Background: an optimization exercise with open tools, aiming at small area and a short achievable clock period. Do not read the settings as production practice.
The RTL was checked by simulation tests, not by an equivalence proof against the original design.

==> flow/design.v (outline; a module is shown in full before it is edited, if it fits) <==
// module fft8_top: 6607 lines
module fft8_top (
    input  logic         clk,
    input  logic         reset_n,
    input  logic         valid_in,
    input  logic [143:0] x_re,
    input  logic [143:0] x_im,
    output logic         valid_out,
    output logic [143:0] y_re,
    output logic [143:0] y_im
);
  // ...
==> flow/flow/run.sh <==
#!/bin/bash
# Layout flow: the standard flow (standard.sh), with two changes:
#  1. after the standard synthesis, flow/polopt.py re-chooses the polarity of
#     each full-adder cell (a full adder is self-dual) to remove inverters;
#     it also puts the latest-arriving input of each full adder on its fastest
#     pin (CIN); the logic function and every register are unchanged;
#  2. the port buffers use sky130_fd_sc_hd__buf_1;
#  3. the timing repair after CTS and global routing works on every path
#     whose slack is under SETUP_SLACK_MARGIN (the constraints are unchanged).
set -euo pipefail
R=$PWD/orfs/results/sky130hd/fft8_top/base
export SETUP_SLACK_MARGIN=7.9
export BUFFER_PORTS_ARGS="-buffer_cell sky130_fd_sc_hd__buf_1"
bash standard.sh $R/1_2_yosys.v > synth_make.log 2>&1
cp $R/1_2_yosys.v standard_synth_netlist.v
python3 flow/polopt.py standard_synth_netlist.v $R/1_2_yosys.v > polopt.log 2>&1
bash standard.sh > layout_make.log 2>&1
==> flow/flow/polopt.py <==
#!/usr/bin/env python3
"""Remove inverters around full-adder cells of a Yosys gate netlist.

A full adder is self-dual: FA(~a, ~b, ~c) = ~FA(a, b, c) for both SUM and
COUT.  Each fa cell may therefore be "flipped" (its inputs and outputs taken in
the other polarity) without changing what the circuit computes.  This script
chooses flips that minimise the number of inverters, then rewrites the
netlist: every inverter is removed and at most one inverter per signal is put
back where some load needs the other polarity.

usage: polopt.py IN.v OUT.v
"""
import re
import sys
import random

IN, OUT = sys.argv[1], sys.argv[2]
src = open(IN).read()

cell_re = re.compile(r'^\s*(sky130_fd_sc_hd__\w+)\s+(\S+)\s*\((.*?)\);', re.S | re.M)
pin_re = re.compile(r'\.(\w+)\(([^()]*)\)')

m0 = cell_re.search(src)
head = src[:m0.start()]
cells = []
last_end = None
for m in cell_re.finditer(src):
    typ, name, body = m.group(1), m.group(2), m.group(3)
    pins = [(p, n.strip()) for p, n in pin_re.findall(body)]
    cells.append([typ, name, pins])
    last_end = m.end()
tail = src[last_end:]
if re.search(r'\bassign\b', tail) or re.search(r'\bassign\b', head):
    sys.exit('assign statements not supported')

OUTPINS = {'X', 'Y', 'Q', 'Q_N', 'SUM', 'COUT', 'HI', 'LO'}


def is_inv(t):
    return re.match(r'sky130_fd_sc_hd__(inv|clkinv)_\d+$', t) is not None


def is_fa(t):
    return re.match(r'sky130_fd_sc_hd__fa_\d+$', t) is not None


# driver of each net
driver = {}
for ci, (t, n, pins) in enumerate(cells):
    for p, net in pins:
        if p in OUTPINS:
            driver[net] = (ci, p)

# root and parity of each net through inverter chains
inv_in = {}
for ci, (t, n, pins) in enumerate(cells):
    if is_inv(t):
        d = dict(pins)
        inv_in[d['Y']] = d['A']


def root(net):
    par = 0
    while net in inv_in:
        net = inv_in[net]
        par ^= 1
    return net, par


# output port nets
port_out = set()
for m in re.finditer(r'^\s*output\s+(\[(\d+):(\d+)\]\s*)?(\S+);', head, re.M):
    name = m.group(4)
    if m.group(1):
        hi, lo = int(m.group(2)), int(m.group(3))
        for i in range(lo, hi + 1):
            port_out.add(f'{name}[{i}]')
    else:
        port_out.add(name)

fa_idx = [ci for ci, c in enumerate(cells) if is_fa(c[0])]
# a flippable fa must not drive an output port directly
flippable = set()
for ci in fa_idx:
    outs = [net for p, net in cells[ci][2] if p in OUTPINS]
    if not any(o in port_out for o in outs):
        flippable.add(ci)

# consumers: list of (root, parity, consumer cell or None for port, pin)
cons = {}  # root -> list of [cell index or -1, parity]
uses = []  # (ci, pin, root, parity)
for ci, (t, n, pins) in enumerate(cells):
    if is_inv(t):
        continue
    for p, net in pins:
        if p in OUTPINS:
            continue
        r, par = root(net)
        uses.append((ci, p, r, par))
        cons.setdefault(r, []).append((ci, par))
port_uses = []
for pn in sorted(port_out):
    if pn in inv_in:
        r, par = root(pn)
        port_uses.append((pn, r, par))
        cons.setdefault(r, []).append((-1, par))

# driver cell of each root (fa only matter)
root_drv = {}
for r in cons:
    if r in driver:
        root_drv[r] = driver[r][0]

flip = {ci: 0 for ci in flippable}


def fl(ci):
    return flip.get(ci, 0)


def need_inv(r):
    d = fl(root_drv[r]) if r in root_drv else 0
    for ci, par in cons[r]:
        if par ^ d ^ (fl(ci) if ci >= 0 else 0):
            return 1
    return 0


def total():
    return sum(need_inv(r) for r in cons)


# roots touched by each fa
touch = {}
for ci in flippable:
    rs = set()
    for p, net in cells[ci][2]:
        if p in OUTPINS:
            if net in cons:
                rs.add(net)
        else:
            rs.add(root(net)[0])
    touch[ci] = list(rs)

before = total()
n_inv_before = sum(1 for c in cells if is_inv(c[0]))
order = sorted(flippable)
random.seed(1)
best = dict(flip)
best_cost = before
cur = before
for rnd in range(60):
    improved = False
    random.shuffle(order)
    for ci in order:
        rs = touch[ci]
        old = sum(need_inv(r) for r in rs)
        flip[ci] ^= 1
        new = sum(need_inv(r) for r in rs)
        if new < old or (new == old and rnd > 5 and random.random() < 0.3):
            cur += new - old
            if new < old:
                improved = True
        else:
            flip[ci] ^= 1
        if cur < best_cost:
            best_cost = cur
            best = dict(flip)
    if not improved and rnd > 20:
        break
flip = best
after = total()
print(f'inverter cells before {n_inv_before}, needed before {before}, after {after}, '
      f'flipped {sum(flip.values())} of {len(flippable)} fa cells', file=sys.stderr)

# rewrite
inv_net = {}
new_cells = []
cnt = [0]


def inv_of(r):
    if r not in inv_net:
        cnt[0] += 1
        nn = f'_polinv_{cnt[0]}_'
        inv_net[r] = nn
        new_cells.append(['sky130_fd_sc_hd__inv_1', f'_polinv_cell_{cnt[0]}_', [('A', r), ('Y', nn)]])
    return inv_net[r]


use_map = {}
for ci, p, r, par in uses:
    d = fl(root_drv[r]) if r in root_drv else 0
    need = par ^ d ^ fl(ci)
    use_map[(ci, p)] = inv_of(r) if need else r

out_cells = []
for ci, (t, n, pins) in enumerate(cells):
    if is_inv(t):
        continue
    np_ = []
    for p, net in pins:
        if p in OUTPINS:
            np_.append((p, net))
        else:
            np_.append((p, use_map[(ci, p)]))
    out_cells.append([t, n, np_])
for pn, r, par in port_uses:
    d = fl(root_drv[r]) if r in root_drv else 0
    if par ^ d:
        cnt[0] += 1
        out_cells.append(['sky130_fd_sc_hd__inv_1', f'_polinv_cell_{cnt[0]}_', [('A', r), ('Y', pn)]])
    else:
        cnt[0] += 1
        out_cells.append(['sky130_fd_sc_hd__buf_1', f'_polbuf_cell_{cnt[0]}_', [('A', r), ('X', pn)]])
out_cells += new_cells

# pin assignment: a full adder is symmetric in its inputs; put the latest
# arriving input on CIN (fastest arc), the next on B, the earliest on A.
FA_PIN_D = {'A': 0.45, 'B': 0.42, 'CIN': 0.38}
drv2 = {}
for k, (t, n, pins) in enumerate(out_cells):
    for p, net in pins:
        if p in OUTPINS:
            drv2[net] = k
arr = {}


def is_ff(t):
    return re.match(r'sky130_fd_sc_hd__(df|sdf|edf)', t) is not None


def cell_delay(t, p):
    if is_fa(t):
        return FA_PIN_D.get(p, 0.45)
    if 'ha_' in t:
        return 0.3
    if is_inv(t):
        return 0.07
    return 0.2


def arrival(net):
    if net in arr:
        return arr[net]
    stack = [net]
    while stack:
        x = stack[-1]
        if x in arr:
            stack.pop()
            continue
        k = drv2.get(x)
        if k is None or is_ff(out_cells[k][0]):
            arr[x] = 0.0
            stack.pop()
            continue
        t, n, pins = out_cells[k]
        ins = [(p, net2) for p, net2 in pins if p not in OUTPINS]
        miss = [net2 for p, net2 in ins if net2 not in arr]
        if miss:
            stack.extend(miss)
            continue
        a = 0.0
        for p, net2 in ins:
            a = max(a, arr[net2] + cell_delay(t, p))
        for p, net2 in pins:
            if p in OUTPINS:
                arr[net2] = a
        stack.pop()
    return arr[net]


swapped = 0
for k in range(len(out_cells)):
    t, n, pins = out_cells[k]
    if not is_fa(t):
        continue
    d = dict(pins)
    ins = sorted([d['A'], d['B'], d['CIN']], key=arrival)
    if [d['A'], d['B'], d['CIN']] != ins:
        swapped += 1
    d['A'], d['B'], d['CIN'] = ins
    out_cells[k] = [t, n, [(p, d[p]) for p, _ in pins]]
    # arrival of outputs is recomputed lazily only for later cells; keep simple
print(f'fa input pins reordered on {swapped} cells', file=sys.stderr)

# declare new wires
decl = ''.join(f'  wire {w};\n' for w in inv_net.values())
hm = head.rstrip('\n') + '\n' + decl
body = []
for t, n, pins in out_cells:
    ps = ',\n'.join(f'    .{p}({net}{" " if net.startswith(chr(92)) else ""})' for p, net in pins)
    body.append(f'  {t} {n} (\n{ps}\n  );\n')
open(OUT, 'w').write(hm + ''.join(body) + tail)
print(f'inverter cells written {sum(1 for c in out_cells if is_inv(c[0]))}', file=sys.stderr)
==> flow/standard.sh <==
#!/bin/bash
# synth_recipe.tcl (not shown) runs the flow's synth.tcl, then flattens the netlist and writes it again
# the make line also repeats each setting of config.mk as NAME=value (left out here)
make -C /OpenROAD-flow-scripts/flow DESIGN_CONFIG=/design/flow/config.mk WORK_HOME=/design/flow/orfs CLKGATE_MAP_FILE= SYNTH_SCRIPT=/design/flow/synth_recipe.tcl "${@:-finish}"
==> flow/config.mk <==
export PLATFORM = sky130hd
export DESIGN_NAME = fft8_top
export DESIGN_NICKNAME = fft8_top
export VERILOG_FILES = /design/flow/design.v
export SDC_FILE = /design/flow/constraint.sdc
export NUM_CORES = 4
export LEC_CHECK = 0
export CAP_MARGIN = 20
export CORE_MARGIN = 2
export CORE_UTILIZATION = 40
export CTS_CLUSTER_DIAMETER = 100
export CTS_CLUSTER_SIZE = 28
export SLEW_MARGIN = 20
==> flow/constraint.sdc <==
create_clock -name core_clock -period 12.0 [get_ports {clk}]
set_input_delay 2.4000 -clock core_clock [delete_from_list [all_inputs] [get_ports {clk}]]
set_output_delay 2.4000 -clock core_clock [all_outputs]
set_load 0.01 [all_outputs]
==> impl_summary.log, run 1 <==
INFO  metric outcome = no timing/DRC/antenna violations
INFO  metric postPlaceCellArea = 64300 µm²
INFO  metric longest_clk_path_bufs = 3
INFO  metric min_period_over_period = 0.355
INFO  metric root_buffer = clkbuf_16
INFO  metric wirelength = 141 mm
INFO  metric die_height = 396 µm
INFO  metric mappedNetlistNets = 5305
INFO  metric route.antenna.remaining_nets = 0
INFO  metric timing.hold.worst_endpoint = r2429_3$_DFF_P_
INFO  metric wl_met1 = 55.9 mm
INFO  metric crit_end = y_re[143]
INFO  metric drt-wirelength-per-cell = 22.5 µm
INFO  metric path_depth = 4
INFO  metric final_non_filler_cell_area = 67700 µm²
INFO  metric area.share.sequential = 0.479
INFO  metric wl_met3 = 7.32 mm
INFO  metric crit_path_cell_trace = fa_2 -> inv_4 -> xnor2_4 -> buf_6
INFO  metric r2r_start = r30_2$_DFF_P_
INFO  metric cp_data_arrival_time = 1.86 ns
INFO  metric drc_errors = 0
INFO  metric critPathLaunch = r2505_5$_DFF_P_
INFO  metric layout-drive-gt1-share = 0.128
INFO  metric min_from = r2429_2$_DFF_P_
==> run 2, diff against run 1 <==
--- a/flow/flow/run.sh
+++ b/flow/flow/run.sh
@@ -9,7 +9,7 @@
 #     whose slack is under SETUP_SLACK_MARGIN (the constraints are unchanged).
 set -euo pipefail
 R=$PWD/orfs/results/sky130hd/fft8_top/base
-export SETUP_SLACK_MARGIN=7.9
+export SETUP_SLACK_MARGIN=7.7
 export BUFFER_PORTS_ARGS="-buffer_cell sky130_fd_sc_hd__buf_1"
 bash standard.sh $R/1_2_yosys.v > synth_make.log 2>&1
 cp $R/1_2_yosys.v standard_synth_netlist.v
==> run 2 against run 1 <==
Core utilization decreased by 0.60 points. Sequential cell count unchanged. Highest routed layer unchanged. Worst setup slack got worse by 0.0014 ns. Critical path type unchanged. Routed wire length decreased by 0.35%. Clock skew decreased by 0.0071 ns. Synthesized cell count unchanged. Critical path depth increased by 1.
==> impl_summary.log, run 2 <==
INFO  metric place.gp.congestion = 0.856 (was 0.859)
INFO  metric areaGrowthSynthToFinish = 8.66% (was 10.1%)
INFO  metric cts_inserted_buffers = 72 (was 70)
INFO  metric vias_per_cell = 4.10 (was 4.11)
INFO  metric min_period_over_period = 0.355 (about the same)
INFO  metric number_of_antenna_violations_at_the_first_check_in_global_routing = 36 (was 34)
INFO  metric outcome = no timing/DRC/antenna violations (unchanged)
INFO  metric grt_start_max_net_pins = 29 (unchanged)
INFO  metric die_height = 396 µm (unchanged)
INFO  metric gr-usage-all-layers = 0.185 (was 0.187)
INFO  metric drc_errors = 0 (unchanged)
INFO  metric die-width = 396 µm (unchanged)
INFO  metric setup.worst_path.class = reg -> out (unchanged)
INFO  metric max_clock_freq = 235 MHz (about the same)
INFO  metric crit_required = 9.60 ns (about the same)
INFO  metric clock_skew = 0.0265 ns (was 0.0337 ns)
INFO  metric crit_path_cell_trace = inv_1 -> fa_2 -> inv_2 -> xnor2_2 -> buf_2 (was fa_2 -> inv_4 -> xnor2_4 -> buf_6)
INFO  metric timing.critical_path.max_delay_family = flip-flops (was adder cells)
INFO  metric layout.cells.most_common = dfxtp_1 (unchanged)
INFO  metric drv_cap = 0 (unchanged)
INFO  metric globalRouteOverflowTotal = 0 (unchanged)
INFO  metric cts.clk_slew.worst_paths = 0.10 ns (about the same)
INFO  metric netlist_area = 61500 µm² (unchanged)
INFO  metric final.setup.tns = 0 ns (unchanged)
INFO  metric setup_viol = 0 (unchanged)
INFO  metric worst_hold_slack = 0.315 ns (was 0.320 ns)
INFO  metric largest_register_ff_count = 5 (unchanged)
INFO  metric first_pass_grt_wire_length = 202 mm (was 204 mm)
INFO  metric worstPathBufferInverterCount = 3 (was 2)
INFO  metric worst-path-max-fanout = 2 (unchanged)
INFO  metric root_buffer = clkbuf_16 (unchanged)
INFO  metric worstHoldPathType = reg -> reg (unchanged)
INFO  metric clock_sinks = 1616 (unchanged)
INFO  metric hold_viol_final = 0 (unchanged)
INFO  metric io-pin-count = 580 (unchanged)
INFO  metric synth_cells = 3792 (unchanged)
INFO  metric drt_pass1_iterations = 4 (unchanged)
INFO  metric layout_common_cells = dfxtp_1 (1599), fa_1 (1022), buf_1 (572) (was dfxtp_1 (1571), fa_1 (840), buf_1 (569))
INFO  metric post-dp-hpwl = 123 mm (about the same)
INFO  metric initial_util = 0.404 (unchanged)
INFO  metric vias_in_the_first_global_route = 29637 (was 29959)
INFO  metric nNetsFinal = 5696 (was 5722)
INFO  metric timing_max_transition_violations_final = 0 (unchanged)
INFO  metric cp_data_arrival_time = 1.86 ns (about the same)
INFO  metric crit_slowest_cell = dfxtp_2 (was fa_2)
INFO  metric via_count = 25564 (was 25783)
INFO  metric grt_setup_unrepaired = yes (unchanged)
INFO  metric synth_warnings = 1 (unchanged)
INFO  metric syn_avg_cell_area = 16.2 µm² (unchanged)
INFO  metric max_flop_register = vld (unchanged)
INFO  metric critPathMaxStageDelay = 0.37 ns (was 0.40 ns)
INFO  metric buffer_ports.inserted = 579 (unchanged)
INFO  metric wirelength = 141 mm (about the same)
INFO  metric drtIter0Drc = 1041 (was 1118)
INFO  metric area_of_the_die = 157000 µm² (unchanged)
INFO  metric slew_headroom = 0.500 (was 0.575)
INFO  metric clock_latency = 0.70 ns (was 0.71 ns)
INFO  metric longest_clk_path_bufs = 3 (unchanged)
INFO  metric route.antenna.remaining_nets = 0 (unchanged)
INFO  metric coreArea = 152000 µm² (unchanged)
INFO  metric layout-drive-gt1-share = 0.0626 (was 0.128)
INFO  metric critPathLaunchType = flop (unchanged)
INFO  metric tritoncts_clock_tree = done (unchanged)
INFO  metric final_period_minus_worst_setup_slack = 4.26 ns (about the same)
INFO  metric htreeDepth = 3 (unchanged)
INFO  metric placement_rows = 143 (unchanged)
INFO  metric drt-wirelength-per-cell = 22.5 µm (about the same)
INFO  metric tightest_slew = 0.750 ns (was 0.633 ns)
INFO  metric holdBufCountCts = 0 (unchanged)
INFO  metric mappedNetlistNets = 5305 (unchanged)
INFO  metric critPathCaptureType = output pin (unchanged)
==> run 2: cell count changes in the layout (fill, tap and decap cells not counted), moves of 16 or more <==
cell and change:
inv_1 +16, buf_4 -25, dfxtp_2 -17, fa_2 -182
fa_1 +182, dfxtp_1 +28
==> run 2: stage by stage <==
| stage | util | cell area [µm²] | worst slack [ns] | cells |
|---|---|---|---|---|
| after floorplan | - | 61500 | 7.71 | 3792 |
| after global placement | 0.421 | 64100 | 7.37 | 6123 |
| after detailed placement | 0.421 | 64100 | 7.34 | 6123 |
| after CTS | 0.436 | 66400 | 7.66 | 6214 |
| after global routing | 0.438 | 66800 | 7.65 | 6232 |
| final | 0.439 | 66800 | 7.74 | 6242 |
==> run 2: per-layer routing <==
layer  global-route usage  vias up  part of all wire
met5                    0        -            0.0015
met4               0.0483       34             0.026
met3               0.0437      171             0.055
met2                0.335      537              0.53
met1                0.221    13333              0.39
li1                     -    11489                 -
==> run 2: worst register-to-register path, delay by kind of cell (launching register included) <==
kind | cells | cell delay [ns]
fa+ha+maj | 8 | 3.64
buf+inv | 1 | 0.06
flops | 1 | 0.37
==> run 2: path summary, 6_finish.rpt <==
kind                                 startpoint         endpoint  slack (ns)  cells past startpoint
worst max-delay path            r2649_5$_DFF_P_        y_im[107]        7.74                      5
worst min-delay path            r2772_3$_DFF_P_  r2772_4$_DFF_P_        0.31                      0
worst max register to register   r220_1$_DFF_P_  r2547_2$_DFF_P_        7.81                      9
worst min register to register  r2772_3$_DFF_P_  r2772_4$_DFF_P_        0.31                      0
==> run 2: layout make-up <==
type                            count  area, µm²
Clock buffer                       76       1880
Antenna cell                       13       32.5
Multi-Input combinational cell   1345      25300
Sequential cell                  1616      32400
Tap cell                         2030       2540
Timing Repair Buffer              597       2330
Fill cell                       13730      85500
Inverter                          551       2070
Clock inverter                     14        249
==> run 2: what timing repair did <==
item	4_1_cts	5_1_grt
resized for setup	78	81
pin swaps	11	25
endpoints found under the setup margin	57	66
gates cloned	0	0
buffers inserted	1	15

afterwards: timing with drivers on the ports:
The results above use ideal ports. As a check the final layouts listed here were re-extracted and re-timed, cells and wires unchanged. Step 1 (the two cells are an assumption about what drives the block):
set clk [get_ports {clk}]
set_driving_cell -lib_cell sky130_fd_sc_hd__clkbuf_16 $clk
set_driving_cell -lib_cell sky130_fd_sc_hd__buf_2 [delete_from_list [all_inputs] $clk]
Step 2 also shifts input and output timing later by t, the mid clock arrival at the registers, as if the neighbouring blocks saw the same clock. Slacks: ideal ports / drivers / drivers and shift; pairs: ideal ports / drivers.
run	shift t [ns]	setup WS [ns]	slew at the worst register clock pin (ns)	worst data-port slew with drivers (ns)
run 1	0.772	7.742 / 7.661 / 7.292	0.11 / 0.11	0.21
run 2	0.765	7.741 / 7.663 / 7.374	0.12 / 0.12	0.24
After both steps setup and hold are still met in every run listed. For run 1, which loses most, drivers alone change the setup slack by -0.081 ns; drivers and shift together by -0.450 ns.
